Background: an optimization exercise with open tools, aiming at small area. Do not read the settings as production practice.
Function was checked by simulation only, so behaviour that the tests miss may differ from the original.

`flow/config.mk`:
```
export PLATFORM = sky130hd
export DESIGN_NAME = hsv_to_rgb_converter_unit
export DESIGN_NICKNAME = hsv_to_rgb_converter_unit
export VERILOG_FILES = /design/flow/design.v
export SDC_FILE = /design/flow/constraint.sdc
export NUM_CORES = 4
export LEC_CHECK = 0
export ABC_AREA = 1
export CAP_MARGIN = 20
export CORE_MARGIN = 2
export CORE_UTILIZATION = 60
export CTS_BUF_LIST = sky130_fd_sc_hd__clkbuf_2 sky130_fd_sc_hd__clkbuf_4 sky130_fd_sc_hd__clkbuf_8
export SLEW_MARGIN = 20
```
`flow/standard.sh`:
```
#!/bin/bash
# synth_recipe.tcl (not shown) runs the flow's synth.tcl, then flattens the netlist and writes it again
# the make line also repeats each setting of config.mk as NAME=value (left out here)
make -C /OpenROAD-flow-scripts/flow DESIGN_CONFIG=/design/flow/config.mk WORK_HOME=/design/flow/orfs CLKGATE_MAP_FILE= SYNTH_SCRIPT=/design/flow/synth_recipe.tcl "${@:-finish}"
```
`flow/flow/area.abc`:
```
strash
dch -f
amap
topo
```
`flow/constraint.sdc`:
```
create_clock -name core_clock -period 7.5 [get_ports {clk}]
set_input_delay 1.5000 -clock core_clock [delete_from_list [all_inputs] [get_ports {clk}]]
set_output_delay 1.5000 -clock core_clock [all_outputs]
set_load 0.01 [all_outputs]
```
`flow/flow/run.sh`:
```
#!/bin/bash
# Layout flow: the standard flow with two changes to synthesis and one
# to placement.
#  - Synthesis: Yosys's synth runs without its quick ABC pass (-noabc), so
#    the full adders written in the RTL reach extract_fa without inverted
#    polarities, and the final ABC mapping uses flow/area.abc (area-oriented
#    mapping). Registers, their names and cell types are unchanged.
#  - Ports are buffered with sky130_fd_sc_hd__buf_1, and the buffers that
#    synthesis puts between outputs sharing a net are buf_1 too.
# Each tool's output goes to the ORFS logs under orfs/logs; make's output to
# standard.log.
set -euo pipefail
WORK=$PWD
FLOW=$WORK/flow
{
  echo 'proc synth {args} { yosys synth -nofsm -noshare -noabc {*}$args }'
  echo 'proc abc {args} {'
  echo '  set i [lsearch $args -script]'
  echo "  if { \$i >= 0 } { set args [lreplace \$args \$i [expr {\$i + 1}] -script $FLOW/area.abc] }"
  echo '  yosys abc {*}$args'
  echo '}'
  tail -n +2 synth_recipe.tcl
} > my_synth.tcl
bash standard.sh SYNTH_SCRIPT=$WORK/my_synth.tcl \
  "BUFFER_PORTS_ARGS=-buffer_cell sky130_fd_sc_hd__buf_1" \
  "MIN_BUF_CELL_AND_PORTS=sky130_fd_sc_hd__buf_1 A X" finish > standard.log 2>&1
```
`flow/design.v`:
```
`default_nettype none
package hsv2rgb_pkg;
  localparam int CHAN_BITS = 8;
  localparam int HUE_BITS  = 9;
endpackage
`default_nettype wire
`default_nettype none
module hsv_to_rgb_converter_unit (
  input  wire logic                                 clk,
  input  wire logic                                 rst,
  input  wire logic                                 in_valid,
  output logic                                      in_stall,
  input  wire logic [hsv2rgb_pkg::HUE_BITS-1:0]     hue,
  input  wire logic [hsv2rgb_pkg::CHAN_BITS-1:0]    saturation,
  input  wire logic [hsv2rgb_pkg::CHAN_BITS-1:0]    value,
  output logic                                      out_valid,
  input  wire logic                                 out_stall,
  output logic [hsv2rgb_pkg::CHAN_BITS-1:0]         red,
  output logic [hsv2rgb_pkg::CHAN_BITS-1:0]         green,
  output logic [hsv2rgb_pkg::CHAN_BITS-1:0]         blue,
  output logic [3*hsv2rgb_pkg::CHAN_BITS-1:0]       packed_color
);
  logic adv;
  assign adv      = !out_valid || !out_stall;
  assign in_stall = !adv;
  logic [8:0] base;
  logic [1:0] k2;
  logic [6:0] h1;
  logic       up;
  logic [2:0] sect;
  logic [5:0] r;
  always_comb begin
    if      (hue >= 9'd480) begin k2 = 2'd1; base = 9'd480; end
    else if (hue >= 9'd360) begin k2 = 2'd0; base = 9'd360; end
    else if (hue >= 9'd240) begin k2 = 2'd2; base = 9'd240; end
    else if (hue >= 9'd120) begin k2 = 2'd1; base = 9'd120; end
    else                    begin k2 = 2'd0; base = 9'd0;   end
    h1   = 7'(hue - base);
    up   = (h1 >= 7'd60);
    r    = up ? 6'(h1 - 7'd60) : 6'(7'd60 - h1);
    sect = {k2, up};
  end
  wire nz0 = (|value) & (|saturation);
  wire a0 = value[0] & saturation[0];
  wire a1 = value[0] & saturation[1];
  wire a2 = value[0] & saturation[2];
  wire a3 = value[0] & saturation[3];
  wire a4 = value[0] & saturation[4];
  wire a5 = value[0] & saturation[5];
  wire a6 = value[0] & saturation[6];
  wire a7 = value[0] & saturation[7];
  wire a8 = value[1] & saturation[0];
  wire a9 = value[1] & saturation[1];
  wire a10 = value[1] & saturation[2];
  wire a11 = value[1] & saturation[3];
  wire a12 = value[1] & saturation[4];
  wire a13 = value[1] & saturation[5];
  wire a14 = value[1] & saturation[6];
  wire a15 = value[1] & saturation[7];
  wire a16 = value[2] & saturation[0];
  wire a17 = value[2] & saturation[1];
  wire a18 = value[2] & saturation[2];
  wire a19 = value[2] & saturation[3];
  wire a20 = value[2] & saturation[4];
  wire a21 = value[2] & saturation[5];
  wire a22 = value[2] & saturation[6];
  wire a23 = value[2] & saturation[7];
  wire a24 = value[3] & saturation[0];
  wire a25 = value[3] & saturation[1];
  wire a26 = value[3] & saturation[2];
  wire a27 = value[3] & saturation[3];
  wire a28 = value[3] & saturation[4];
  wire a29 = value[3] & saturation[5];
  wire a30 = value[3] & saturation[6];
  wire a31 = value[3] & saturation[7];
  wire a32 = value[4] & saturation[0];
  wire a33 = value[4] & saturation[1];
  wire a34 = value[4] & saturation[2];
  wire a35 = value[4] & saturation[3];
  wire a36 = value[4] & saturation[4];
  wire a37 = value[4] & saturation[5];
  wire a38 = value[4] & saturation[6];
  wire a39 = value[4] & saturation[7];
  wire a40 = value[5] & saturation[0];
  wire a41 = value[5] & saturation[1];
  wire a42 = value[5] & saturation[2];
  wire a43 = value[5] & saturation[3];
  wire a44 = value[5] & saturation[4];
  wire a45 = value[5] & saturation[5];
  wire a46 = value[5] & saturation[6];
  wire a47 = value[5] & saturation[7];
  wire a48 = value[6] & saturation[0];
  wire a49 = value[6] & saturation[1];
  wire a50 = value[6] & saturation[2];
  wire a51 = value[6] & saturation[3];
  wire a52 = value[6] & saturation[4];
  wire a53 = value[6] & saturation[5];
  wire a54 = value[6] & saturation[6];
  wire a55 = value[6] & saturation[7];
  wire a56 = value[7] & saturation[0];
  wire a57 = value[7] & saturation[1];
  wire a58 = value[7] & saturation[2];
  wire a59 = value[7] & saturation[3];
  wire a60 = value[7] & saturation[4];
  wire a61 = value[7] & saturation[5];
  wire a62 = value[7] & saturation[6];
  wire a63 = value[7] & saturation[7];
  wire a64 = a6 ^ a13;
  wire a65 = a6 & a13;
  wire a66 = a7 ^ a14 ^ a21;
  wire a67 = (a7 & a14) | (a7 & a21) | (a14 & a21);
  wire a68 = a28 ^ a35;
  wire a69 = a28 & a35;
  wire a70 = a15 ^ a22 ^ a29;
  wire a71 = (a15 & a22) | (a15 & a29) | (a22 & a29);
  wire a72 = a36 ^ a43;
  wire a73 = a36 & a43;
  wire a74 = a23 ^ a30 ^ a37;
  wire a75 = (a23 & a30) | (a23 & a37) | (a30 & a37);
  wire a76 = a4 ^ a11;
  wire a77 = a4 & a11;
  wire a78 = a5 ^ a12 ^ a19;
  wire a79 = (a5 & a12) | (a5 & a19) | (a12 & a19);
  wire a80 = a26 ^ a33;
  wire a81 = a26 & a33;
  wire a82 = a20 ^ a27 ^ a34;
  wire a83 = (a20 & a27) | (a20 & a34) | (a27 & a34);
  wire a84 = a41 ^ a48 ^ a64;
  wire a85 = (a41 & a48) | (a41 & a64) | (a48 & a64);
  wire a86 = a42 ^ a49 ^ a56;
  wire a87 = (a42 & a49) | (a42 & a56) | (a49 & a56);
  wire a88 = a65 ^ a66 ^ a68;
  wire a89 = (a65 & a66) | (a65 & a68) | (a66 & a68);
  wire a90 = a50 ^ a57 ^ a67;
  wire a91 = (a50 & a57) | (a50 & a67) | (a57 & a67);
  wire a92 = a69 ^ a70 ^ a72;
  wire a93 = (a69 & a70) | (a69 & a72) | (a70 & a72);
  wire a94 = a44 ^ a51 ^ a58;
  wire a95 = (a44 & a51) | (a44 & a58) | (a51 & a58);
  wire a96 = a71 ^ a73 ^ a74;
  wire a97 = (a71 & a73) | (a71 & a74) | (a73 & a74);
  wire a98 = a31 ^ a38 ^ a45;
  wire a99 = (a31 & a38) | (a31 & a45) | (a38 & a45);
  wire a100 = a52 ^ a59 ^ a75;
  wire a101 = (a52 & a59) | (a52 & a75) | (a59 & a75);
  wire a102 = a39 ^ a46 ^ a53;
  wire a103 = (a39 & a46) | (a39 & a53) | (a46 & a53);
  wire a104 = a3 ^ a10;
  wire a105 = a3 & a10;
  wire a106 = a18 ^ a25 ^ a32;
  wire a107 = (a18 & a25) | (a18 & a32) | (a25 & a32);
  wire a108 = a40 ^ a77 ^ a78;
  wire a109 = (a40 & a77) | (a40 & a78) | (a77 & a78);
  wire a110 = a79 ^ a81 ^ a82;
  wire a111 = (a79 & a81) | (a79 & a82) | (a81 & a82);
  wire a112 = a83 ^ a85 ^ a86;
  wire a113 = (a83 & a85) | (a83 & a86) | (a85 & a86);
  wire a114 = a87 ^ a89 ^ a90;
  wire a115 = (a87 & a89) | (a87 & a90) | (a89 & a90);
  wire a116 = a91 ^ a93 ^ a94;
  wire a117 = (a91 & a93) | (a91 & a94) | (a93 & a94);
  wire a118 = a95 ^ a97 ^ a98;
  wire a119 = (a95 & a97) | (a95 & a98) | (a97 & a98);
  wire a120 = a60 ^ a99 ^ a101;
  wire a121 = (a60 & a99) | (a60 & a101) | (a99 & a101);
  wire a122 = a47 ^ a54 ^ a61;
  wire a123 = (a47 & a54) | (a47 & a61) | (a54 & a61);
  wire a124 = a2 ^ a9;
  wire a125 = a2 & a9;
  wire a126 = a17 ^ a24 ^ a104;
  wire a127 = (a17 & a24) | (a17 & a104) | (a24 & a104);
  wire a128 = a76 ^ a105 ^ a106;
  wire a129 = (a76 & a105) | (a76 & a106) | (a105 & a106);
  wire a130 = a80 ^ a107 ^ a108;
  wire a131 = (a80 & a107) | (a80 & a108) | (a107 & a108);
  wire a132 = a84 ^ a109 ^ a110;
  wire a133 = (a84 & a109) | (a84 & a110) | (a109 & a110);
  wire a134 = a88 ^ a111 ^ a112;
  wire a135 = (a88 & a111) | (a88 & a112) | (a111 & a112);
  wire a136 = a92 ^ a113 ^ a114;
  wire a137 = (a92 & a113) | (a92 & a114) | (a113 & a114);
  wire a138 = a96 ^ a115 ^ a116;
  wire a139 = (a96 & a115) | (a96 & a116) | (a115 & a116);
  wire a140 = a100 ^ a117 ^ a118;
  wire a141 = (a100 & a117) | (a100 & a118) | (a117 & a118);
  wire a142 = a102 ^ a119 ^ a120;
  wire a143 = (a102 & a119) | (a102 & a120) | (a119 & a120);
  wire a144 = a103 ^ a121 ^ a122;
  wire a145 = (a103 & a121) | (a103 & a122) | (a121 & a122);
  wire a146 = a55 ^ a62 ^ a123;
  wire a147 = (a55 & a62) | (a55 & a123) | (a62 & a123);
  wire a148 = a1 & a8;
  wire a149 = a16 & a124;
  wire a150 = a125 & a126;
  wire a151 = a127 & a128;
  wire a152 = a129 & a130;
  wire a153 = a131 & a132;
  wire a154 = a133 & a134;
  wire a155 = a135 & a136;
  wire a156 = a137 & a138;
  wire a157 = a139 & a140;
  wire a158 = a141 & a142;
  wire a159 = a143 & a144;
  wire a160 = a145 & a146;
  wire a161 = a63 & a147;
  wire a162 = a1 ^ a8;
  wire a163 = a16 ^ a124;
  wire a164 = a125 ^ a126;
  wire a165 = a127 ^ a128;
  wire a166 = a129 ^ a130;
  wire a167 = a131 ^ a132;
  wire a168 = a133 ^ a134;
  wire a169 = a135 ^ a136;
  wire a170 = a137 ^ a138;
  wire a171 = a139 ^ a140;
  wire a172 = a141 ^ a142;
  wire a173 = a143 ^ a144;
  wire a174 = a145 ^ a146;
  wire a175 = a63 ^ a147;
  wire a176 = a162 & a0;
  wire a177 = a164 & a149;
  wire a178 = a150 | a177;
  wire a179 = a164 & a163;
  wire a180 = a166 & a151;
  wire a181 = a152 | a180;
  wire a182 = a166 & a165;
  wire a183 = a168 & a153;
  wire a184 = a154 | a183;
  wire a185 = a168 & a167;
  wire a186 = a170 & a155;
  wire a187 = a156 | a186;
  wire a188 = a170 & a169;
  wire a189 = a172 & a157;
  wire a190 = a158 | a189;
  wire a191 = a172 & a171;
  wire a192 = a174 & a159;
  wire a193 = a160 | a192;
  wire a194 = a174 & a173;
  wire a195 = a163 & a148;
  wire a196 = a149 | a195;
  wire a197 = a163 & a176;
  wire a198 = a179 & a148;
  wire a199 = a178 | a198;
  wire a200 = a179 & a176;
  wire a201 = a167 & a181;
  wire a202 = a153 | a201;
  wire a203 = a167 & a182;
  wire a204 = a185 & a181;
  wire a205 = a184 | a204;
  wire a206 = a185 & a182;
  wire a207 = a171 & a187;
  wire a208 = a157 | a207;
  wire a209 = a171 & a188;
  wire a210 = a191 & a187;
  wire a211 = a190 | a210;
  wire a212 = a191 & a188;
  wire a213 = a175 & a193;
  wire a214 = a161 | a213;
  wire a215 = a175 & a194;
  wire a216 = a165 & a199;
  wire a217 = a151 | a216;
  wire a218 = a165 & a200;
  wire a219 = a182 & a199;
  wire a220 = a181 | a219;
  wire a221 = a182 & a200;
  wire a222 = a203 & a199;
  wire a223 = a202 | a222;
  wire a224 = a203 & a200;
  wire a225 = a206 & a199;
  wire a226 = a205 | a225;
  wire a227 = a206 & a200;
  wire a228 = a173 & a211;
  wire a229 = a159 | a228;
  wire a230 = a173 & a212;
  wire a231 = a194 & a211;
  wire a232 = a193 | a231;
  wire a233 = a194 & a212;
  wire a234 = a215 & a211;
  wire a235 = a214 | a234;
  wire a236 = a215 & a212;
  wire a237 = a169 & a226;
  wire a238 = a155 | a237;
  wire a239 = a169 & a227;
  wire a240 = a188 & a226;
  wire a241 = a187 | a240;
  wire a242 = a188 & a227;
  wire a243 = a209 & a226;
  wire a244 = a208 | a243;
  wire a245 = a209 & a227;
  wire a246 = a212 & a226;
  wire a247 = a211 | a246;
  wire a248 = a212 & a227;
  wire a249 = a230 & a226;
  wire a250 = a229 | a249;
  wire a251 = a230 & a227;
  wire a252 = a233 & a226;
  wire a253 = a232 | a252;
  wire a254 = a233 & a227;
  wire a255 = a236 & a226;
  wire a256 = a235 | a255;
  wire a257 = a236 & a227;
  wire a258 = a163 ^ a148;
  wire a259 = a164 ^ a196;
  wire a260 = a165 ^ a199;
  wire a261 = a166 ^ a217;
  wire a262 = a167 ^ a220;
  wire a263 = a168 ^ a223;
  wire a264 = a169 ^ a226;
  wire a265 = a170 ^ a238;
  wire a266 = a171 ^ a241;
  wire a267 = a172 ^ a244;
  wire a268 = a173 ^ a247;
  wire a269 = a174 ^ a250;
  wire a270 = a175 ^ a253;
  wire a271 = a264 & a0;
  wire a272 = a265 & a162;
  wire a273 = a266 & a258;
  wire a274 = a267 & a259;
  wire a275 = a268 & a260;
  wire a276 = a269 & a261;
  wire a277 = a270 & a262;
  wire a278 = a256 & a263;
  wire a279 = a264 ^ a0;
  wire a280 = a265 ^ a162;
  wire a281 = a266 ^ a258;
  wire a282 = a267 ^ a259;
  wire a283 = a268 ^ a260;
  wire a284 = a269 ^ a261;
  wire a285 = a270 ^ a262;
  wire a286 = a256 ^ a263;
  wire a287 = a280 & a271;
  wire a288 = a272 | a287;
  wire a289 = a280 & a279;
  wire a290 = a282 & a273;
  wire a291 = a274 | a290;
  wire a292 = a282 & a281;
  wire a293 = a284 & a275;
  wire a294 = a276 | a293;
  wire a295 = a284 & a283;
  wire a296 = a286 & a277;
  wire a297 = a278 | a296;
  wire a298 = a286 & a285;
  wire a299 = a281 & a288;
  wire a300 = a273 | a299;
  wire a301 = a281 & a289;
  wire a302 = a292 & a288;
  wire a303 = a291 | a302;
  wire a304 = a292 & a289;
  wire a305 = a285 & a294;
  wire a306 = a277 | a305;
  wire a307 = a285 & a295;
  wire a308 = a298 & a294;
  wire a309 = a297 | a308;
  wire a310 = a298 & a295;
  wire a311 = a283 & a303;
  wire a312 = a275 | a311;
  wire a313 = a283 & a304;
  wire a314 = a295 & a303;
  wire a315 = a294 | a314;
  wire a316 = a295 & a304;
  wire a317 = a307 & a303;
  wire a318 = a306 | a317;
  wire a319 = a307 & a304;
  wire a320 = a310 & a303;
  wire a321 = a309 | a320;
  wire a322 = a310 & a304;
  wire a323 = a279 ^ a321;
  wire a324 = ~a323;
  wire a325 = a321 & a279;
  wire a326 = a271 | a325;
  wire a327 = a280 ^ a326;
  wire a328 = ~a327;
  wire a329 = a321 & a289;
  wire a330 = a288 | a329;
  wire a331 = a281 ^ a330;
  wire a332 = ~a331;
  wire a333 = a321 & a301;
  wire a334 = a300 | a333;
  wire a335 = a282 ^ a334;
  wire a336 = ~a335;
  wire a337 = a321 & a304;
  wire a338 = a303 | a337;
  wire a339 = a283 ^ a338;
  wire a340 = ~a339;
  wire a341 = a321 & a313;
  wire a342 = a312 | a341;
  wire a343 = a284 ^ a342;
  wire a344 = ~a343;
  wire a345 = a321 & a316;
  wire a346 = a315 | a345;
  wire a347 = a285 ^ a346;
  wire a348 = ~a347;
  wire a349 = a321 & a319;
  wire a350 = a318 | a349;
  wire a351 = a286 ^ a350;
  wire a352 = ~a351;
  wire a353 = ~a265;
  wire a354 = a266 & a265;
  wire a355 = a266 & a353;
  wire a356 = a268 & a267;
  wire a357 = a270 & a269;
  wire a358 = a267 & a354;
  wire a359 = a267 & a355;
  wire a360 = a356 & a354;
  wire a361 = a356 & a355;
  wire a362 = a256 & a357;
  wire a363 = a269 & a360;
  wire a364 = a269 & a361;
  wire a365 = a357 & a360;
  wire a366 = a357 & a361;
  wire a367 = a362 & a360;
  wire a368 = a362 & a361;
  wire a369 = a266 ^ a265;
  wire a370 = a267 ^ a354;
  wire a371 = a268 ^ a358;
  wire a372 = a269 ^ a360;
  wire a373 = a270 ^ a363;
  wire a374 = a256 ^ a365;
  wire a375 = ~a321;
  wire a376 = nz0 & a375;
  wire a377 = nz0 & a264;
  wire a378 = a321 | a377;
  wire a379 = a264 ^ a376;
  wire a380 = a378 & a353;
  wire a381 = ~a378;
  wire a382 = a381 & a265;
  wire a383 = a380 | a382;
  wire a384 = a378 & a369;
  wire a385 = ~a378;
  wire a386 = a385 & a266;
  wire a387 = a384 | a386;
  wire a388 = a378 & a370;
  wire a389 = ~a378;
  wire a390 = a389 & a267;
  wire a391 = a388 | a390;
  wire a392 = a378 & a371;
  wire a393 = ~a378;
  wire a394 = a393 & a268;
  wire a395 = a392 | a394;
  wire a396 = a378 & a372;
  wire a397 = ~a378;
  wire a398 = a397 & a269;
  wire a399 = a396 | a398;
  wire a400 = a378 & a373;
  wire a401 = ~a378;
  wire a402 = a401 & a270;
  wire a403 = a400 | a402;
  wire a404 = a378 & a374;
  wire a405 = ~a378;
  wire a406 = a405 & a256;
  wire a407 = a404 | a406;
  logic        valid_q1;
  logic [2:0]  sect_q1;
  logic [5:0]  r_q1;
  logic [7:0]  v_q1;
  logic [7:0]  c_q1;
  logic [7:0]  d_q1;
  always_ff @(posedge clk) begin
    if (rst) begin
      valid_q1 <= 1'b0;
    end else if (adv) begin
      valid_q1 <= in_valid;
    end
  end
  always_ff @(posedge clk) begin
    if (adv) begin
      sect_q1 <= sect;
      r_q1    <= r;
      v_q1    <= value;
      c_q1    <= {a407, a403, a399, a395, a391, a387, a383, a379};
      d_q1    <= {a352, a348, a344, a340, a336, a332, a328, a324};
    end
  end
  logic [3:0] w52;
  logic [4:0] hsum;
  wire b0 = ~c_q1[0];
  wire b1 = ~c_q1[1];
  wire b2 = ~c_q1[2];
  wire b3 = ~c_q1[3];
  wire b4 = ~c_q1[4];
  wire b5 = ~c_q1[5];
  wire b6 = ~c_q1[6];
  wire b7 = ~c_q1[7];
  wire b8 = ~(v_q1[0] ^ b0);
  wire b9 = v_q1[0] | b0;
  wire b10 = v_q1[1] ^ b1 ^ b9;
  wire b11 = (v_q1[1] & b1) | (v_q1[1] & b9) | (b1 & b9);
  wire b12 = v_q1[2] ^ b2 ^ b11;
  wire b13 = (v_q1[2] & b2) | (v_q1[2] & b11) | (b2 & b11);
  wire b14 = v_q1[3] ^ b3 ^ b13;
  wire b15 = (v_q1[3] & b3) | (v_q1[3] & b13) | (b3 & b13);
  wire b16 = v_q1[4] ^ b4 ^ b15;
  wire b17 = (v_q1[4] & b4) | (v_q1[4] & b15) | (b4 & b15);
  wire b18 = v_q1[5] ^ b5 ^ b17;
  wire b19 = (v_q1[5] & b5) | (v_q1[5] & b17) | (b5 & b17);
  wire b20 = v_q1[6] ^ b6 ^ b19;
  wire b21 = (v_q1[6] & b6) | (v_q1[6] & b19) | (b6 & b19);
  wire b22 = v_q1[7] ^ b7 ^ b21;
  wire b23 = (v_q1[7] & b7) | (v_q1[7] & b21) | (b7 & b21);
  wire b24 = c_q1[0] & r_q1[0];
  wire b25 = c_q1[0] & r_q1[1];
  wire b26 = c_q1[0] & r_q1[2];
  wire b27 = c_q1[0] & r_q1[3];
  wire b28 = c_q1[0] & r_q1[4];
  wire b29 = c_q1[0] & r_q1[5];
  wire b30 = c_q1[1] & r_q1[0];
  wire b31 = c_q1[1] & r_q1[1];
  wire b32 = c_q1[1] & r_q1[2];
  wire b33 = c_q1[1] & r_q1[3];
  wire b34 = c_q1[1] & r_q1[4];
  wire b35 = c_q1[1] & r_q1[5];
  wire b36 = c_q1[2] & r_q1[0];
  wire b37 = c_q1[2] & r_q1[1];
  wire b38 = c_q1[2] & r_q1[2];
  wire b39 = c_q1[2] & r_q1[3];
  wire b40 = c_q1[2] & r_q1[4];
  wire b41 = c_q1[2] & r_q1[5];
  wire b42 = c_q1[3] & r_q1[0];
  wire b43 = c_q1[3] & r_q1[1];
  wire b44 = c_q1[3] & r_q1[2];
  wire b45 = c_q1[3] & r_q1[3];
  wire b46 = c_q1[3] & r_q1[4];
  wire b47 = c_q1[3] & r_q1[5];
  wire b48 = c_q1[4] & r_q1[0];
  wire b49 = c_q1[4] & r_q1[1];
  wire b50 = c_q1[4] & r_q1[2];
  wire b51 = c_q1[4] & r_q1[3];
  wire b52 = c_q1[4] & r_q1[4];
  wire b53 = c_q1[4] & r_q1[5];
  wire b54 = c_q1[5] & r_q1[0];
  wire b55 = c_q1[5] & r_q1[1];
  wire b56 = c_q1[5] & r_q1[2];
  wire b57 = c_q1[5] & r_q1[3];
  wire b58 = c_q1[5] & r_q1[4];
  wire b59 = c_q1[5] & r_q1[5];
  wire b60 = c_q1[6] & r_q1[0];
  wire b61 = c_q1[6] & r_q1[1];
  wire b62 = c_q1[6] & r_q1[2];
  wire b63 = c_q1[6] & r_q1[3];
  wire b64 = c_q1[6] & r_q1[4];
  wire b65 = c_q1[6] & r_q1[5];
  wire b66 = c_q1[7] & r_q1[0];
  wire b67 = c_q1[7] & r_q1[1];
  wire b68 = c_q1[7] & r_q1[2];
  wire b69 = c_q1[7] & r_q1[3];
  wire b70 = c_q1[7] & r_q1[4];
  wire b71 = c_q1[7] & r_q1[5];
  wire b72 = b28 ^ b33;
  wire b73 = b28 & b33;
  wire b74 = b29 ^ b34 ^ b39;
  wire b75 = (b29 & b34) | (b29 & b39) | (b34 & b39);
  wire b76 = b44 ^ b49;
  wire b77 = b44 & b49;
  wire b78 = b35 ^ b40 ^ b45;
  wire b79 = (b35 & b40) | (b35 & b45) | (b40 & b45);
  wire b80 = b50 ^ b55 ^ b60;
  wire b81 = (b50 & b55) | (b50 & b60) | (b55 & b60);
  wire b82 = b41 ^ b46 ^ b51;
  wire b83 = (b41 & b46) | (b41 & b51) | (b46 & b51);
  wire b84 = b56 ^ b61 ^ b66;
  wire b85 = (b56 & b61) | (b56 & b66) | (b61 & b66);
  wire b86 = b47 ^ b52 ^ b57;
  wire b87 = (b47 & b52) | (b47 & b57) | (b52 & b57);
  wire b88 = b62 ^ b67;
  wire b89 = b62 & b67;
  wire b90 = b53 ^ b58 ^ b63;
  wire b91 = (b53 & b58) | (b53 & b63) | (b58 & b63);
  wire b92 = b27 ^ b32;
  wire b93 = b27 & b32;
  wire b94 = b38 ^ b43 ^ b48;
  wire b95 = (b38 & b43) | (b38 & b48) | (b43 & b48);
  wire b96 = b54 ^ b73 ^ b74;
  wire b97 = (b54 & b73) | (b54 & b74) | (b73 & b74);
  wire b98 = b75 ^ b77 ^ b78;
  wire b99 = (b75 & b77) | (b75 & b78) | (b77 & b78);
  wire b100 = b79 ^ b81 ^ b82;
  wire b101 = (b79 & b81) | (b79 & b82) | (b81 & b82);
  wire b102 = b83 ^ b85 ^ b86;
  wire b103 = (b83 & b85) | (b83 & b86) | (b85 & b86);
  wire b104 = b68 ^ b87 ^ b89;
  wire b105 = (b68 & b87) | (b68 & b89) | (b87 & b89);
  wire b106 = b59 ^ b64 ^ b69;
  wire b107 = (b59 & b64) | (b59 & b69) | (b64 & b69);
  wire b108 = b26 ^ b31;
  wire b109 = b26 & b31;
  wire b110 = b37 ^ b42 ^ b92;
  wire b111 = (b37 & b42) | (b37 & b92) | (b42 & b92);
  wire b112 = b72 ^ b93 ^ b94;
  wire b113 = (b72 & b93) | (b72 & b94) | (b93 & b94);
  wire b114 = b76 ^ b95 ^ b96;
  wire b115 = (b76 & b95) | (b76 & b96) | (b95 & b96);
  wire b116 = b80 ^ b97 ^ b98;
  wire b117 = (b80 & b97) | (b80 & b98) | (b97 & b98);
  wire b118 = b84 ^ b99 ^ b100;
  wire b119 = (b84 & b99) | (b84 & b100) | (b99 & b100);
  wire b120 = b88 ^ b101 ^ b102;
  wire b121 = (b88 & b101) | (b88 & b102) | (b101 & b102);
  wire b122 = b90 ^ b103 ^ b104;
  wire b123 = (b90 & b103) | (b90 & b104) | (b103 & b104);
  wire b124 = b91 ^ b105 ^ b106;
  wire b125 = (b91 & b105) | (b91 & b106) | (b105 & b106);
  wire b126 = b65 ^ b70 ^ b107;
  wire b127 = (b65 & b70) | (b65 & b107) | (b70 & b107);
  wire b128 = b25 & b30;
  wire b129 = b36 & b108;
  wire b130 = b109 & b110;
  wire b131 = b111 & b112;
  wire b132 = b113 & b114;
  wire b133 = b115 & b116;
  wire b134 = b117 & b118;
  wire b135 = b119 & b120;
  wire b136 = b121 & b122;
  wire b137 = b123 & b124;
  wire b138 = b125 & b126;
  wire b139 = b71 & b127;
  wire b140 = b25 ^ b30;
  wire b141 = b36 ^ b108;
  wire b142 = b109 ^ b110;
  wire b143 = b111 ^ b112;
  wire b144 = b113 ^ b114;
  wire b145 = b115 ^ b116;
  wire b146 = b117 ^ b118;
  wire b147 = b119 ^ b120;
  wire b148 = b121 ^ b122;
  wire b149 = b123 ^ b124;
  wire b150 = b125 ^ b126;
  wire b151 = b71 ^ b127;
  wire b152 = b140 & b24;
  wire b153 = b142 & b129;
  wire b154 = b130 | b153;
  wire b155 = b142 & b141;
  wire b156 = b144 & b131;
  wire b157 = b132 | b156;
  wire b158 = b144 & b143;
  wire b159 = b146 & b133;
  wire b160 = b134 | b159;
  wire b161 = b146 & b145;
  wire b162 = b148 & b135;
  wire b163 = b136 | b162;
  wire b164 = b148 & b147;
  wire b165 = b150 & b137;
  wire b166 = b138 | b165;
  wire b167 = b150 & b149;
  wire b168 = b155 & b128;
  wire b169 = b154 | b168;
  wire b170 = b155 & b152;
  wire b171 = b161 & b157;
  wire b172 = b160 | b171;
  wire b173 = b161 & b158;
  wire b174 = b167 & b163;
  wire b175 = b166 | b174;
  wire b176 = b167 & b164;
  wire b177 = b173 & b169;
  wire b178 = b172 | b177;
  wire b179 = b173 & b170;
  wire b180 = b176 & b178;
  wire b181 = b175 | b180;
  wire b182 = b176 & b179;
  wire b183 = b158 & b169;
  wire b184 = b157 | b183;
  wire b185 = b158 & b170;
  wire b186 = b164 & b178;
  wire b187 = b163 | b186;
  wire b188 = b164 & b179;
  wire b189 = b141 & b128;
  wire b190 = b129 | b189;
  wire b191 = b141 & b152;
  wire b192 = b143 & b169;
  wire b193 = b131 | b192;
  wire b194 = b143 & b170;
  wire b195 = b145 & b184;
  wire b196 = b133 | b195;
  wire b197 = b145 & b185;
  wire b198 = b147 & b178;
  wire b199 = b135 | b198;
  wire b200 = b147 & b179;
  wire b201 = b149 & b187;
  wire b202 = b137 | b201;
  wire b203 = b149 & b188;
  wire b204 = b151 & b181;
  wire b205 = b139 | b204;
  wire b206 = b151 & b182;
  wire b207 = b141 ^ b128;
  wire b208 = b142 ^ b190;
  wire b209 = b143 ^ b169;
  wire b210 = b144 ^ b193;
  wire b211 = b145 ^ b184;
  wire b212 = b146 ^ b196;
  wire b213 = b147 ^ b178;
  wire b214 = b148 ^ b199;
  wire b215 = b149 ^ b187;
  wire b216 = b150 ^ b202;
  wire b217 = b151 ^ b181;
  wire b218 = b211 & b207;
  wire b219 = b212 & b208;
  wire b220 = b213 & b209;
  wire b221 = b214 & b210;
  wire b222 = b211 ^ b207;
  wire b223 = b212 ^ b208;
  wire b224 = b213 ^ b209;
  wire b225 = b214 ^ b210;
  wire b226 = b223 & b218;
  wire b227 = b219 | b226;
  wire b228 = b223 & b222;
  wire b229 = b225 & b220;
  wire b230 = b221 | b229;
  wire b231 = b225 & b224;
  wire b232 = b216 & b215;
  wire b233 = b205 & b217;
  wire b234 = b231 & b227;
  wire b235 = b230 | b234;
  wire b236 = b231 & b228;
  wire b237 = b233 & b232;
  wire b238 = b237 & b235;
  wire b239 = b237 & b236;
  wire b240 = b232 & b235;
  wire b241 = b232 & b236;
  wire b242 = b224 & b227;
  wire b243 = b220 | b242;
  wire b244 = b224 & b228;
  wire b245 = b215 & b235;
  wire b246 = b215 & b236;
  wire b247 = b217 & b240;
  wire b248 = b217 & b241;
  wire b249 = b223 ^ b218;
  wire b250 = b224 ^ b227;
  wire b251 = b225 ^ b243;
  wire b252 = b215 ^ b235;
  wire b253 = b216 ^ b245;
  wire b254 = b217 ^ b240;
  wire b255 = b205 ^ b247;
  wire b256 = b252 & b222;
  wire b257 = b253 & b249;
  wire b258 = b254 & b250;
  wire b259 = b255 & b251;
  wire b260 = b252 ^ b222;
  wire b261 = b253 ^ b249;
  wire b262 = b254 ^ b250;
  wire b263 = b255 ^ b251;
  wire b264 = b261 & b256;
  wire b265 = b257 | b264;
  wire b266 = b261 & b260;
  wire b267 = b263 & b258;
  wire b268 = b259 | b267;
  wire b269 = b263 & b262;
  wire b270 = b269 & b265;
  wire b271 = b268 | b270;
  wire b272 = b269 & b266;
  wire b273 = b262 & b265;
  wire b274 = b258 | b273;
  wire b275 = b262 & b266;
  wire b276 = b261 ^ b256;
  wire b277 = b262 ^ b265;
  wire b278 = b263 ^ b274;
  wire b279 = v_q1[4] ^ b211;
  wire b280 = v_q1[4] & b211;
  wire b281 = v_q1[5] ^ b212 ^ b208;
  wire b282 = (v_q1[5] & b212) | (v_q1[5] & b208) | (b212 & b208);
  wire b283 = v_q1[6] ^ b213 ^ b209;
  wire b284 = (v_q1[6] & b213) | (v_q1[6] & b209) | (b213 & b209);
  wire b285 = v_q1[7] ^ b214 ^ b210;
  wire b286 = (v_q1[7] & b214) | (v_q1[7] & b210) | (b214 & b210);
  wire b287 = v_q1[0] ^ b207;
  wire b288 = v_q1[0] & b207;
  wire b289 = v_q1[1] ^ b208 ^ b288;
  wire b290 = (v_q1[1] & b208) | (v_q1[1] & b288) | (b208 & b288);
  wire b291 = v_q1[2] ^ b209 ^ b290;
  wire b292 = (v_q1[2] & b209) | (v_q1[2] & b290) | (b209 & b290);
  wire b293 = v_q1[3] ^ b210 ^ b292;
  wire b294 = (v_q1[3] & b210) | (v_q1[3] & b292) | (b210 & b292);
  wire b295 = b207 ^ b279 ^ b294;
  wire b296 = (b207 & b279) | (b207 & b294) | (b279 & b294);
  wire b297 = b280 ^ b281 ^ b296;
  wire b298 = (b280 & b281) | (b280 & b296) | (b281 & b296);
  wire b299 = b282 ^ b283 ^ b298;
  wire b300 = (b282 & b283) | (b282 & b298) | (b283 & b298);
  wire b301 = b284 ^ b285 ^ b300;
  wire b302 = (b284 & b285) | (b284 & b300) | (b285 & b300);
  wire b303 = d_q1[0] & r_q1[0];
  wire b304 = d_q1[0] & r_q1[1];
  wire b305 = d_q1[0] & r_q1[2];
  wire b306 = d_q1[0] & r_q1[3];
  wire b307 = d_q1[0] & r_q1[4];
  wire b308 = d_q1[0] & r_q1[5];
  wire b309 = d_q1[1] & r_q1[0];
  wire b310 = d_q1[1] & r_q1[1];
  wire b311 = d_q1[1] & r_q1[2];
  wire b312 = d_q1[1] & r_q1[3];
  wire b313 = d_q1[1] & r_q1[4];
  wire b314 = d_q1[1] & r_q1[5];
  wire b315 = d_q1[2] & r_q1[0];
  wire b316 = d_q1[2] & r_q1[1];
  wire b317 = d_q1[2] & r_q1[2];
  wire b318 = d_q1[2] & r_q1[3];
  wire b319 = d_q1[2] & r_q1[4];
  wire b320 = d_q1[2] & r_q1[5];
  wire b321 = d_q1[3] & r_q1[0];
  wire b322 = d_q1[3] & r_q1[1];
  wire b323 = d_q1[3] & r_q1[2];
  wire b324 = d_q1[3] & r_q1[3];
  wire b325 = d_q1[3] & r_q1[4];
  wire b326 = d_q1[3] & r_q1[5];
  wire b327 = d_q1[4] & r_q1[0];
  wire b328 = d_q1[4] & r_q1[1];
  wire b329 = d_q1[4] & r_q1[2];
  wire b330 = d_q1[4] & r_q1[3];
  wire b331 = d_q1[4] & r_q1[4];
  wire b332 = d_q1[4] & r_q1[5];
  wire b333 = d_q1[5] & r_q1[0];
  wire b334 = d_q1[5] & r_q1[1];
  wire b335 = d_q1[5] & r_q1[2];
  wire b336 = d_q1[5] & r_q1[3];
  wire b337 = d_q1[5] & r_q1[4];
  wire b338 = d_q1[5] & r_q1[5];
  wire b339 = d_q1[6] & r_q1[0];
  wire b340 = d_q1[6] & r_q1[1];
  wire b341 = d_q1[6] & r_q1[2];
  wire b342 = d_q1[6] & r_q1[3];
  wire b343 = d_q1[6] & r_q1[4];
  wire b344 = d_q1[6] & r_q1[5];
  wire b345 = d_q1[7] & r_q1[0];
  wire b346 = d_q1[7] & r_q1[1];
  wire b347 = d_q1[7] & r_q1[2];
  wire b348 = d_q1[7] & r_q1[3];
  wire b349 = d_q1[7] & r_q1[4];
  wire b350 = d_q1[7] & r_q1[5];
  wire b351 = b307 ^ b312;
  wire b352 = b307 & b312;
  wire b353 = b308 ^ b313 ^ b318;
  wire b354 = (b308 & b313) | (b308 & b318) | (b313 & b318);
  wire b355 = b323 ^ b328;
  wire b356 = b323 & b328;
  wire b357 = b314 ^ b319 ^ b324;
  wire b358 = (b314 & b319) | (b314 & b324) | (b319 & b324);
  wire b359 = b329 ^ b334 ^ b339;
  wire b360 = (b329 & b334) | (b329 & b339) | (b334 & b339);
  wire b361 = b320 ^ b325 ^ b330;
  wire b362 = (b320 & b325) | (b320 & b330) | (b325 & b330);
  wire b363 = b335 ^ b340 ^ b345;
  wire b364 = (b335 & b340) | (b335 & b345) | (b340 & b345);
  wire b365 = b326 ^ b331 ^ b336;
  wire b366 = (b326 & b331) | (b326 & b336) | (b331 & b336);
  wire b367 = b341 ^ b346;
  wire b368 = b341 & b346;
  wire b369 = b332 ^ b337 ^ b342;
  wire b370 = (b332 & b337) | (b332 & b342) | (b337 & b342);
  wire b371 = b306 ^ b311;
  wire b372 = b306 & b311;
  wire b373 = b317 ^ b322 ^ b327;
  wire b374 = (b317 & b322) | (b317 & b327) | (b322 & b327);
  wire b375 = b333 ^ b352 ^ b353;
  wire b376 = (b333 & b352) | (b333 & b353) | (b352 & b353);
  wire b377 = b354 ^ b356 ^ b357;
  wire b378 = (b354 & b356) | (b354 & b357) | (b356 & b357);
  wire b379 = b358 ^ b360 ^ b361;
  wire b380 = (b358 & b360) | (b358 & b361) | (b360 & b361);
  wire b381 = b362 ^ b364 ^ b365;
  wire b382 = (b362 & b364) | (b362 & b365) | (b364 & b365);
  wire b383 = b347 ^ b366 ^ b368;
  wire b384 = (b347 & b366) | (b347 & b368) | (b366 & b368);
  wire b385 = b338 ^ b343 ^ b348;
  wire b386 = (b338 & b343) | (b338 & b348) | (b343 & b348);
  wire b387 = b305 ^ b310;
  wire b388 = b305 & b310;
  wire b389 = b316 ^ b321 ^ b371;
  wire b390 = (b316 & b321) | (b316 & b371) | (b321 & b371);
  wire b391 = b351 ^ b372 ^ b373;
  wire b392 = (b351 & b372) | (b351 & b373) | (b372 & b373);
  wire b393 = b355 ^ b374 ^ b375;
  wire b394 = (b355 & b374) | (b355 & b375) | (b374 & b375);
  wire b395 = b359 ^ b376 ^ b377;
  wire b396 = (b359 & b376) | (b359 & b377) | (b376 & b377);
  wire b397 = b363 ^ b378 ^ b379;
  wire b398 = (b363 & b378) | (b363 & b379) | (b378 & b379);
  wire b399 = b367 ^ b380 ^ b381;
  wire b400 = (b367 & b380) | (b367 & b381) | (b380 & b381);
  wire b401 = b369 ^ b382 ^ b383;
  wire b402 = (b369 & b382) | (b369 & b383) | (b382 & b383);
  wire b403 = b370 ^ b384 ^ b385;
  wire b404 = (b370 & b384) | (b370 & b385) | (b384 & b385);
  wire b405 = b344 ^ b349 ^ b386;
  wire b406 = (b344 & b349) | (b344 & b386) | (b349 & b386);
  wire b407 = b304 & b309;
  wire b408 = b315 & b387;
  wire b409 = b388 & b389;
  wire b410 = b390 & b391;
  wire b411 = b392 & b393;
  wire b412 = b394 & b395;
  wire b413 = b396 & b397;
  wire b414 = b398 & b399;
  wire b415 = b400 & b401;
  wire b416 = b402 & b403;
  wire b417 = b404 & b405;
  wire b418 = b350 & b406;
  wire b419 = b304 ^ b309;
  wire b420 = b315 ^ b387;
  wire b421 = b388 ^ b389;
  wire b422 = b390 ^ b391;
  wire b423 = b392 ^ b393;
  wire b424 = b394 ^ b395;
  wire b425 = b396 ^ b397;
  wire b426 = b398 ^ b399;
  wire b427 = b400 ^ b401;
  wire b428 = b402 ^ b403;
  wire b429 = b404 ^ b405;
  wire b430 = b350 ^ b406;
  wire b431 = b419 & b303;
  wire b432 = b421 & b408;
  wire b433 = b409 | b432;
  wire b434 = b421 & b420;
  wire b435 = b423 & b410;
  wire b436 = b411 | b435;
  wire b437 = b423 & b422;
  wire b438 = b425 & b412;
  wire b439 = b413 | b438;
  wire b440 = b425 & b424;
  wire b441 = b427 & b414;
  wire b442 = b415 | b441;
  wire b443 = b427 & b426;
  wire b444 = b429 & b416;
  wire b445 = b417 | b444;
  wire b446 = b429 & b428;
  wire b447 = b420 & b407;
  wire b448 = b408 | b447;
  wire b449 = b420 & b431;
  wire b450 = b434 & b407;
  wire b451 = b433 | b450;
  wire b452 = b434 & b431;
  wire b453 = b424 & b436;
  wire b454 = b412 | b453;
  wire b455 = b424 & b437;
  wire b456 = b440 & b436;
  wire b457 = b439 | b456;
  wire b458 = b440 & b437;
  wire b459 = b428 & b442;
  wire b460 = b416 | b459;
  wire b461 = b428 & b443;
  wire b462 = b446 & b442;
  wire b463 = b445 | b462;
  wire b464 = b446 & b443;
  wire b465 = b422 & b451;
  wire b466 = b410 | b465;
  wire b467 = b422 & b452;
  wire b468 = b437 & b451;
  wire b469 = b436 | b468;
  wire b470 = b437 & b452;
  wire b471 = b455 & b451;
  wire b472 = b454 | b471;
  wire b473 = b455 & b452;
  wire b474 = b458 & b451;
  wire b475 = b457 | b474;
  wire b476 = b458 & b452;
  wire b477 = b430 & b463;
  wire b478 = b418 | b477;
  wire b479 = b430 & b464;
  wire b480 = b426 & b475;
  wire b481 = b414 | b480;
  wire b482 = b426 & b476;
  wire b483 = b443 & b475;
  wire b484 = b442 | b483;
  wire b485 = b443 & b476;
  wire b486 = b461 & b475;
  wire b487 = b460 | b486;
  wire b488 = b461 & b476;
  wire b489 = b464 & b475;
  wire b490 = b463 | b489;
  wire b491 = b464 & b476;
  wire b492 = b479 & b475;
  wire b493 = b478 | b492;
  wire b494 = b479 & b476;
  wire b495 = b420 ^ b407;
  wire b496 = b421 ^ b448;
  wire b497 = b422 ^ b451;
  wire b498 = b423 ^ b466;
  wire b499 = b424 ^ b469;
  wire b500 = b425 ^ b472;
  wire b501 = b426 ^ b475;
  wire b502 = b427 ^ b481;
  wire b503 = b428 ^ b484;
  wire b504 = b429 ^ b487;
  wire b505 = b430 ^ b490;
  wire b506 = b303 & b501;
  wire b507 = b419 & b502;
  wire b508 = b495 & b503;
  wire b509 = b496 & b504;
  wire b510 = b497 & b505;
  wire b511 = b498 & b493;
  wire b512 = b303 ^ b501;
  wire b513 = b419 ^ b502;
  wire b514 = b495 ^ b503;
  wire b515 = b496 ^ b504;
  wire b516 = b497 ^ b505;
  wire b517 = b498 ^ b493;
  wire b518 = b506 | b512;
  wire b519 = b513 & b518;
  wire b520 = b507 | b519;
  wire b521 = b513 & b512;
  wire b522 = b515 & b508;
  wire b523 = b509 | b522;
  wire b524 = b515 & b514;
  wire b525 = b517 & b510;
  wire b526 = b511 | b525;
  wire b527 = b517 & b516;
  wire b528 = b500 & b499;
  wire b529 = b514 & b520;
  wire b530 = b508 | b529;
  wire b531 = b514 & b521;
  wire b532 = b524 & b520;
  wire b533 = b523 | b532;
  wire b534 = b524 & b521;
  wire b535 = b499 & b526;
  wire b536 = b499 & b527;
  wire b537 = b528 & b526;
  wire b538 = b528 & b527;
  wire b539 = b516 & b533;
  wire b540 = b510 | b539;
  wire b541 = b516 & b534;
  wire b542 = b527 & b533;
  wire b543 = b526 | b542;
  wire b544 = b527 & b534;
  wire b545 = b536 & b533;
  wire b546 = b535 | b545;
  wire b547 = b536 & b534;
  wire b548 = b538 & b533;
  wire b549 = b537 | b548;
  wire b550 = b538 & b534;
  wire b551 = ~b512;
  wire b552 = b513 ^ b518;
  wire b553 = b514 ^ b520;
  wire b554 = b515 ^ b530;
  wire b555 = b516 ^ b533;
  wire b556 = b517 ^ b540;
  wire b557 = b499 ^ b543;
  wire b558 = b500 ^ b546;
  wire b559 = b501 & b549;
  wire b560 = b501 ^ b549;
  wire b561 = b502 & b559;
  wire b562 = b502 & b560;
  wire b563 = b504 & b503;
  wire b564 = b493 & b505;
  wire b565 = b503 & b561;
  wire b566 = b503 & b562;
  wire b567 = b563 & b561;
  wire b568 = b563 & b562;
  wire b569 = b505 & b567;
  wire b570 = b505 & b568;
  wire b571 = b564 & b567;
  wire b572 = b564 & b568;
  wire b573 = b502 ^ b559;
  wire b574 = b503 ^ b561;
  wire b575 = b504 ^ b565;
  wire b576 = b505 ^ b567;
  wire b577 = b493 ^ b569;
  wire b578 = ~b560;
  wire b579 = ~b573;
  wire b580 = ~b574;
  wire b581 = ~b575;
  wire b582 = ~b576;
  wire b583 = ~b577;
  wire b584 = b24 & b578;
  wire b585 = b140 & b579;
  wire b586 = w52[0] & b580;
  wire b587 = w52[1] & b581;
  wire b588 = w52[2] & b582;
  wire b589 = w52[3] & b583;
  wire b590 = b24 ^ b578;
  wire b591 = b140 ^ b579;
  wire b592 = w52[0] ^ b580;
  wire b593 = w52[1] ^ b581;
  wire b594 = w52[2] ^ b582;
  wire b595 = w52[3] ^ b583;
  wire b596 = b591 & b584;
  wire b597 = b585 | b596;
  wire b598 = b591 & b590;
  wire b599 = b593 & b586;
  wire b600 = b587 | b599;
  wire b601 = b593 & b592;
  wire b602 = b595 & b588;
  wire b603 = b589 | b602;
  wire b604 = b595 & b594;
  wire b605 = b592 & b597;
  wire b606 = b586 | b605;
  wire b607 = b592 & b598;
  wire b608 = b601 & b597;
  wire b609 = b600 | b608;
  wire b610 = b601 & b598;
  wire b611 = b594 & b609;
  wire b612 = b588 | b611;
  wire b613 = b594 & b610;
  wire b614 = b604 & b609;
  wire b615 = b603 | b614;
  wire b616 = b604 & b610;
  wire b617 = b591 ^ b584;
  wire b618 = b592 ^ b597;
  wire b619 = b593 ^ b606;
  wire b620 = b594 ^ b609;
  wire b621 = b595 ^ b612;
  assign hsum   = {b271, b278, b277, b276, b260};
  assign w52    = (hsum >= 5'd15) ? 4'(hsum - 5'd15) : hsum[3:0];
  logic [2:0] sect_q2;
  logic [7:0] v_q2;
  logic [7:0] p_q2;
  logic [7:0] a_q2;
  logic [3:0] w52_q2;
  logic       bit_q2;
  always_ff @(posedge clk) begin
    if (rst) begin
      out_valid <= 1'b0;
    end else if (adv) begin
      out_valid <= valid_q1;
    end
  end
  always_ff @(posedge clk) begin
    if (adv) begin
      sect_q2 <= sect_q1;
      v_q2    <= v_q1;
      p_q2    <= {b22, b20, b18, b16, b14, b12, b10, b8};
      a_q2    <= {b301, b299, b297, b295, b293, b291, b289, b287};
      w52_q2  <= w52;
      bit_q2  <= b615;
    end
  end
  logic [7:0] x;
  wire o0 = ~w52_q2[0];
  wire o1 = ~w52_q2[1];
  wire o2 = ~w52_q2[2];
  wire o3 = ~w52_q2[3];
  wire o4 = ~w52_q2[0];
  wire o5 = ~w52_q2[1];
  wire o6 = ~w52_q2[2];
  wire o7 = ~w52_q2[3];
  wire o8 = ~bit_q2;
  wire o9 = a_q2[0] ^ o0 ^ o8;
  wire o10 = (a_q2[0] & o0) | (a_q2[0] & o8) | (o0 & o8);
  wire o11 = a_q2[1] ^ o1 ^ o10;
  wire o12 = (a_q2[1] & o1) | (a_q2[1] & o10) | (o1 & o10);
  wire o13 = a_q2[2] ^ o2 ^ o12;
  wire o14 = (a_q2[2] & o2) | (a_q2[2] & o12) | (o2 & o12);
  wire o15 = a_q2[3] ^ o3 ^ o14;
  wire o16 = (a_q2[3] & o3) | (a_q2[3] & o14) | (o3 & o14);
  wire o17 = a_q2[4] ^ o4 ^ o16;
  wire o18 = (a_q2[4] & o4) | (a_q2[4] & o16) | (o4 & o16);
  wire o19 = a_q2[5] ^ o5 ^ o18;
  wire o20 = (a_q2[5] & o5) | (a_q2[5] & o18) | (o5 & o18);
  wire o21 = a_q2[6] ^ o6 ^ o20;
  wire o22 = (a_q2[6] & o6) | (a_q2[6] & o20) | (o6 & o20);
  wire o23 = a_q2[7] ^ o7 ^ o22;
  wire o24 = (a_q2[7] & o7) | (a_q2[7] & o22) | (o7 & o22);
  assign x = {o23, o21, o19, o17, o15, o13, o11, o9};
  always_comb begin
    case (sect_q2)
      3'd0:    begin red = v_q2; green = x;    blue = p_q2; end
      3'd1:    begin red = x;    green = v_q2; blue = p_q2; end
      3'd2:    begin red = p_q2; green = v_q2; blue = x;    end
      3'd3:    begin red = p_q2; green = x;    blue = v_q2; end
      3'd4:    begin red = x;    green = p_q2; blue = v_q2; end
      default: begin red = v_q2; green = p_q2; blue = x;    end
    endcase
  end
  assign packed_color = {red, green, blue};
endmodule
`default_nettype wire
```
==> results of run 1 <==
## per-layer routing
metal  GRT usage, %  share of wire, %  vias to the layer above  routed length, um
li1               -                 -                     3205                  -
met1          33.64                42                     3222               7792
met2          49.31                51                      197               9483
met3          2.928               4.5                       31                824
met4          8.405               2.2                        0                404
met5              0                 0                        -                  0
## how the worst max path moves through the flow
| stage | to | cells after the start | from |
|---|---|---|---|
| final | bit_q2$_DFFE_PP_ | 30 | c_q1[0]$_DFFE_PP_ |
| after global routing | bit_q2$_DFFE_PP_ | 30 | r_q1[4]$_DFFE_PP_ |
| after CTS | bit_q2$_DFFE_PP_ | 29 | c_q1[1]$_DFFE_PP_ |
| after detailed placement | c_q1[7]$_DFFE_PP_ | 25 | value[1] |
| after global placement | d_q1[7]$_DFFE_PP_ | 25 | saturation[6] |
| after floorplan | bit_q2$_DFFE_PP_ | 29 | r_q1[4]$_DFFE_PP_ |
## synth_stat cells (all sizes together) (4+ instances only)
cell	n	area, um^2
a31oi	4	25.02
o31ai	4	30.03
nor2	237	889.6
fa	120	2402
o21ai	39	195.2
ha	100	1251
nand3	10	50.05
a211oi	5	37.54
edfxtp	65	1952
a21oi	67	335.3
a21o	6	45.04
nand2	40	150.1
a221o	6	60.06
buf	24	90.09
o22a	18	157.7
clkinv	121	454.2
## final cells by class
cell class	instances	area [um^2]	area share, %
Inverter	121	461.7	4.938
Tap cell	180	225.2	2.409
Clock buffer	12	158.9	1.699
Sequential cell	67	1992	21.30
Clock inverter	4	72.57	0.7761
Multi-Input combinational cell	690	5929	63.41
Timing Repair Buffer	107	510.5	5.460
## critical path: cells and delay by family, from the launching register on
kind | cells | cell delay [ns]
compound gates | 9 | 1.15
fa+ha+maj | 11 | 4.35
buf+inv | 2 | 0.26
flops | 1 | 0.44
simple gates | 8 | 0.65
## timing repair
item / in CTS / in global routing
endpoints found under the hold margin: 0 / 0
setup buffers: 0 / 1
gates resized for setup: 0 / 17
hold buffers: 0 / 0
endpoints found under the setup margin: 0 / 12
## sequential cells by signal, indices dropped and copies added, names as in the netlist
| signal | cells |
|---|---|
| a_q2 | 8 |
| c_q1 | 8 |
| d_q1 | 8 |
| p_q2 | 8 |
| v_q1 | 8 |
| v_q2 | 8 |
| r_q1 | 6 |
| w52_q2 | 4 |
| sect_q1 | 3 |
| sect_q2 | 3 |
| bit_q2 | 1 |
| out_valid | 1 |
| valid_q1 | 1 |
## through the flow
stage	TNS [ns]	hold slack (ns)	setup slack [ns]	area [um^2]	instances
2_1_floorplan	0	0.4003	0.2945	8418	902
3_3_place_gp	0	0.4049	0.09790	9059	1164
3_5_place_dp	-0.3238	0.4061	-0.1092	9059	1164
4_1_cts	0	0.4236	0.004054	9290	1180
5_1_grt	-0.01609	0.4421	-0.01609	9350	1181
6_report	0	0.4233	0.3993	9350	1181
## logic make-up (layout without fill, tap and decap cells)
group,count (synthesis),count (layout),synth area share (%)
compound gates,168,168,12.46
buf+inv,145,244,6.466
fa+ha+maj,220,220,43.40
simple gates,302,302,14.02
flops,67,67,23.66
==> flow_summary.yaml, run 1 <==
run_status:
  outcome: "no timing/DRC/antenna violations"
critical_path:
  critPathKind: "register to register"
  crit_path_max_incr_delay_ns: 0.59
  cp-start-kind: "register"
  critPathMaxFanout: 4
  rr_endpoint: "bit_q2$_DFFE_PP_"
  cpMaxStageDelayCell: "fa_2"
  r2r-start: "c_q1[0]$_DFFE_PP_"
  cp-end-kind: "register"
  worstPathArrival_ns: 7.19
  r2r_cells: 30
  cp.required_ns: 7.59
  reg2reg_slack_ns: 0.40
timing:
  finalMaxSlewViolations: 0
  finalHoldViolCount: 0
  max_slew_margin_pct: 33.32
  worstMarginPinSlew_ns: 0.9897
  fin_crit_sh_pct: 94.68
  max_freq_mhz: 140.8
  final.min_clock_period_ns: 7.101
  setup_violations: 0
  skew_ns: 0.01131
cts:
  numCtsBuffers: 9
  clk_pin_slew_ns: 0.07
  ctsHtreeMaxLevel: 3
  cts_buffer_depth: 2
  clkLatencyLatePin_ns: 0.35
  clock_sinks: 67
  cts_tree: "yes"
  root_buffer: "clkbuf_8"
detailed_routing:
  num_vias: 6655
  firstDrtPassIters: 8
  ant_nets: 0
  drc_errors: 0
  wl_per_cell_um: 15.67
  vias_per_cell: 5.635
  drt_wl_total_um: 18510
  drt_iter0_drc: 332
floorplan:
  die_h_um: 122.5
  die_area_mm2: 0.01499
  die_w_um: 122.5
  io_pins: 79
  rows: 43
  initial_core_util_pct: 61.12
  core_mm2: 0.01377
grt:
  grt_max_degree: 68
  grt.total_usage_pct: 27.01
  grt_pass1_vias: 6838
  antenna_found_initial: 0
  grt-ovfl-total: 0
  grt_pass1_wl_um: 31710
place:
  io_buffers: 78
  place.gp.congestion: 0.9286
  dpl.hpwl_um: 15760
yosys:
  synthCells: 902
  synth_edf_count: 65
  syn_nets: 1151
  synth-seq-cells: 67
  syn_avg_cell_area_um2: 9.333
  synth_seq_area_share_pct: 23.66
  netlist-cell-type-count: 35
  synthArstFlopShare_pct: 0
  ys.flop_type: "edfxtp_1"
  yosys_warnings: 1
  syn_area_mm2: 0.008418
finish:
  layout-drive-gt1-share_pct: 6.194
  insertedDiodeCount: 0
  final_core_util_pct: 67.89
  area_growth_pct: 11.07
  fill_cells: 1128
  fin_nets: 1245
  final_cell_mix: "nor2_1 (234), fa_1 (119), clkinv_1 (116), ha_1 (100), buf_1 (78)"
  final_common_cell: "nor2_1"
worst_hold_path:
  worstHoldStart: "sect_q1[2]$_SDFFCE_PP0P_"
  hold_end: "sect_q2[2]$_DFFE_PP_"
  hold_class: "register to register"
  holdPathStages: 0
run:
  cap_violations: 0
==> run 2, diff against run 1 <==
--- a/flow/config.mk
+++ b/flow/config.mk
@@ -10,3 +10,3 @@
 export CORE_MARGIN = 2
-export CORE_UTILIZATION = 60
+export CORE_UTILIZATION = 55
 export CTS_BUF_LIST = sky130_fd_sc_hd__clkbuf_2 sky130_fd_sc_hd__clkbuf_4 sky130_fd_sc_hd__clkbuf_8
==> flow_summary.yaml, run 2 <==
cts:
  cts_tree: "yes"
  clk_pin_slew_ns: 0.07
  root_buffer: "clkbuf_8"
  numCtsBuffers: 9
  cts_buffer_depth: 2
  clock_sinks: 67
  postCtsHoldBufs: 0
  clkLatencyLatePin_ns: 0.34
  ctsHtreeMaxLevel: 3
grt:
  grt-ovfl-total: 0
  grt_max_degree: 68
  antenna_found_initial: 0
  grt_pass1_vias: 6782
  grt.total_usage_pct: 24.21
  grt_pass1_wl_um: 31560
yosys:
  yosysTopAreaCell: "fa_1"
  synth.most_common_cell: "nor2_1"
  yosys_warnings: 1
  netlist.area_leader.share_pct: 28.54
  synth_edf_count: 65
  syn_avg_cell_area_um2: 9.333
  syn_area_mm2: 0.008418
  synth-seq-cells: 67
  synth_common_cells: "nor2_1 (237), clkinv_1 (121), fa_1 (120)"
  netlist-cell-type-count: 35
  synthTopCellsByArea: "fa_1 (29%), edfxtp_1 (23%), ha_1 (15%)"
  synthArstFlopShare_pct: 0
  syn_nets: 1151
  synth_seq_area_share_pct: 23.66
  synthCells: 902
  ys.flop_type: "edfxtp_1"
floorplan:
  die_w_um: 127.7
  die_area_mm2: 0.01631
  initial_core_util_pct: 55.79
  core_mm2: 0.01509
  io_pins: 79
  rows: 45
  die_h_um: 127.7
critical_path:
  critPathMaxFanout: 4
  cp-end-kind: "register"
  critPathKind: "register to register"
  r2r_cells: 30
  cp-start-kind: "register"
  worstPathArrival_ns: 7.17
  crit_path_max_incr_delay_ns: 0.56
  cpMaxStageDelayCell: "fa_1"
  cp.required_ns: 7.60
timing:
  fin_crit_sh_pct: 94.34
  skew_ns: 0.01125
  fin_ws_ns: 0.4247
  max_slew_margin_pct: 35.02
  max_freq_mhz: 141.3
  finalMaxSlewViolations: 0
  grt_setup_unrepaired: "false"
  worstMarginPinSlew_ns: 0.9645
  finalHoldViolCount: 0
  setup_violations: 0
  final.min_clock_period_ns: 7.075
finish:
  fin_area_mm2: 0.009366
  layout-drive-gt1-share_pct: 7.086
  final_cell_mix: "nor2_1 (233), fa_1 (119), clkinv_1 (113), ha_1 (100), buf_1 (78)"
  area_growth_pct: 11.27
  insertedDiodeCount: 0
  fin_nets: 1246
  instances_no_fill: 1190
  final_common_cell: "nor2_1"
place:
  dpl.hpwl_um: 15990
  pre_cts_slack_ns: -0.09166
  io_buffers: 78
  dpl_cell_area_mm2: 0.009061
  dp.cells: 1171
  place.gp.congestion: 0.9481
run_status:
  outcome: "no timing/DRC/antenna violations"
worst_hold_path:
  hold_class: "register to register"
  holdPathStages: 0
run:
  cap_violations: 0
detailed_routing:
  drt_iter0_drc: 289
  drt_wl_total_um: 18640
  wl_met3_um: 624
  firstDrtPassIters: 5
  wl_per_cell_um: 15.67
  ant_nets: 0
  wl_met1_um: 8033
  drc_errors: 0
  num_vias: 6566
  vias_per_cell: 5.518
  route.met2.wl_um: 9640
  top_layer_used: "met4"
==> run 2: cell counts after synthesis <==
Identical to the previous run, type by type.
==> run 2: what timing repair did <==
action	CTS	global route
buffers inserted	0	3
endpoints found under the setup margin	0	15
resized for setup	0	27
==> run 2: per-stage QoR <==
step	hold WS, ns	TNS, ns	utilization [%]
2_1_floorplan	0.4003	0	-
3_3_place_gp	0.4036	0	60.05
3_5_place_dp	0.4066	-0.09166	60.05
4_1_cts	0.4213	0	61.36
5_1_grt	0.4202	0	62.07
6_report	0.4273	0	62.07
==> run 2: routing by layer <==
metal  global-route usage (%)  vias up
met5                        0        -
met4                    6.593        0
met3                    3.673       27
met2                    44.16      157
met1                    30.00     3162
li1                         -     3220
==> run 2: final timing paths <==
check,start,end,slack (ns)
worst max-delay path,c_q1[0]$_DFFE_PP_,bit_q2$_DFFE_PP_,0.42
worst min register to register,sect_q1[0]$_DFFE_PP_,sect_q2[0]$_DFFE_PP_,0.43
worst max register to register,c_q1[0]$_DFFE_PP_,bit_q2$_DFFE_PP_,0.42
worst min-delay path,sect_q1[0]$_DFFE_PP_,sect_q2[0]$_DFFE_PP_,0.43
==> run 2: cell families after synthesis <==
logic type	after synthesis	synth area share [%]
AOI/OAI and AO/OA	168	12.46
and+or+nand+nor	302	14.02
buffers and inverters	145	6.466
adders and majority gates	220	43.40
DFF	67	23.66
==> run 2: area by class of cell <==
type,instances,area [um^2]
repair buffers,108,518.0
well taps,188,235.2
flip-flops and latches,67,1992
clock buffers,10,131.4
multi-input cells,690,5966
clock inverters,6,66.31
inverters,121,457.9
fillers,1292,5723
==> run 2: critical path: cells and delay by family (launching register included) <==
family | cells | cell delay [ns]
adders and majority gates | 11 | 4.23
AOI/OAI and AO/OA | 9 | 1.36
and+or+nand+nor | 8 | 0.65
DFF | 1 | 0.43
buffers and inverters | 2 | 0.18

[re-timing with driven ports]
In the flow no input, the clock included, has a driving cell. The finished layouts below were timed again as built, in two steps. Step 1: set_driving_cell puts a clkbuf_16 on clk and a buf_2 on each other input, an assumption about the parent block. Step 2 times the ports against the registers' clock, not the clock port: input delays grow and output delays shrink by t, the midpoint of the rising clock arrivals with the driver on. a / b / c = ideal / step 1 / step 2; a / b = the first two.
run | shift t [ns] | setup WS [ns] | worst setup path after step 2 | worst slew at a driven data input, ns | pins driven straight from the clock port
run 1 | 0.376 | 0.399 / 0.399 / 0.078 | input to register | 0.03 | 1
run 2 | 0.374 | 0.425 / 0.425 / 0.119 | input to register | 0.03 | 1
After both steps setup and hold are still met in every run listed. For run 1, which loses most, drivers alone change the setup slack by 0.000 ns; drivers and shift together by -0.321 ns.
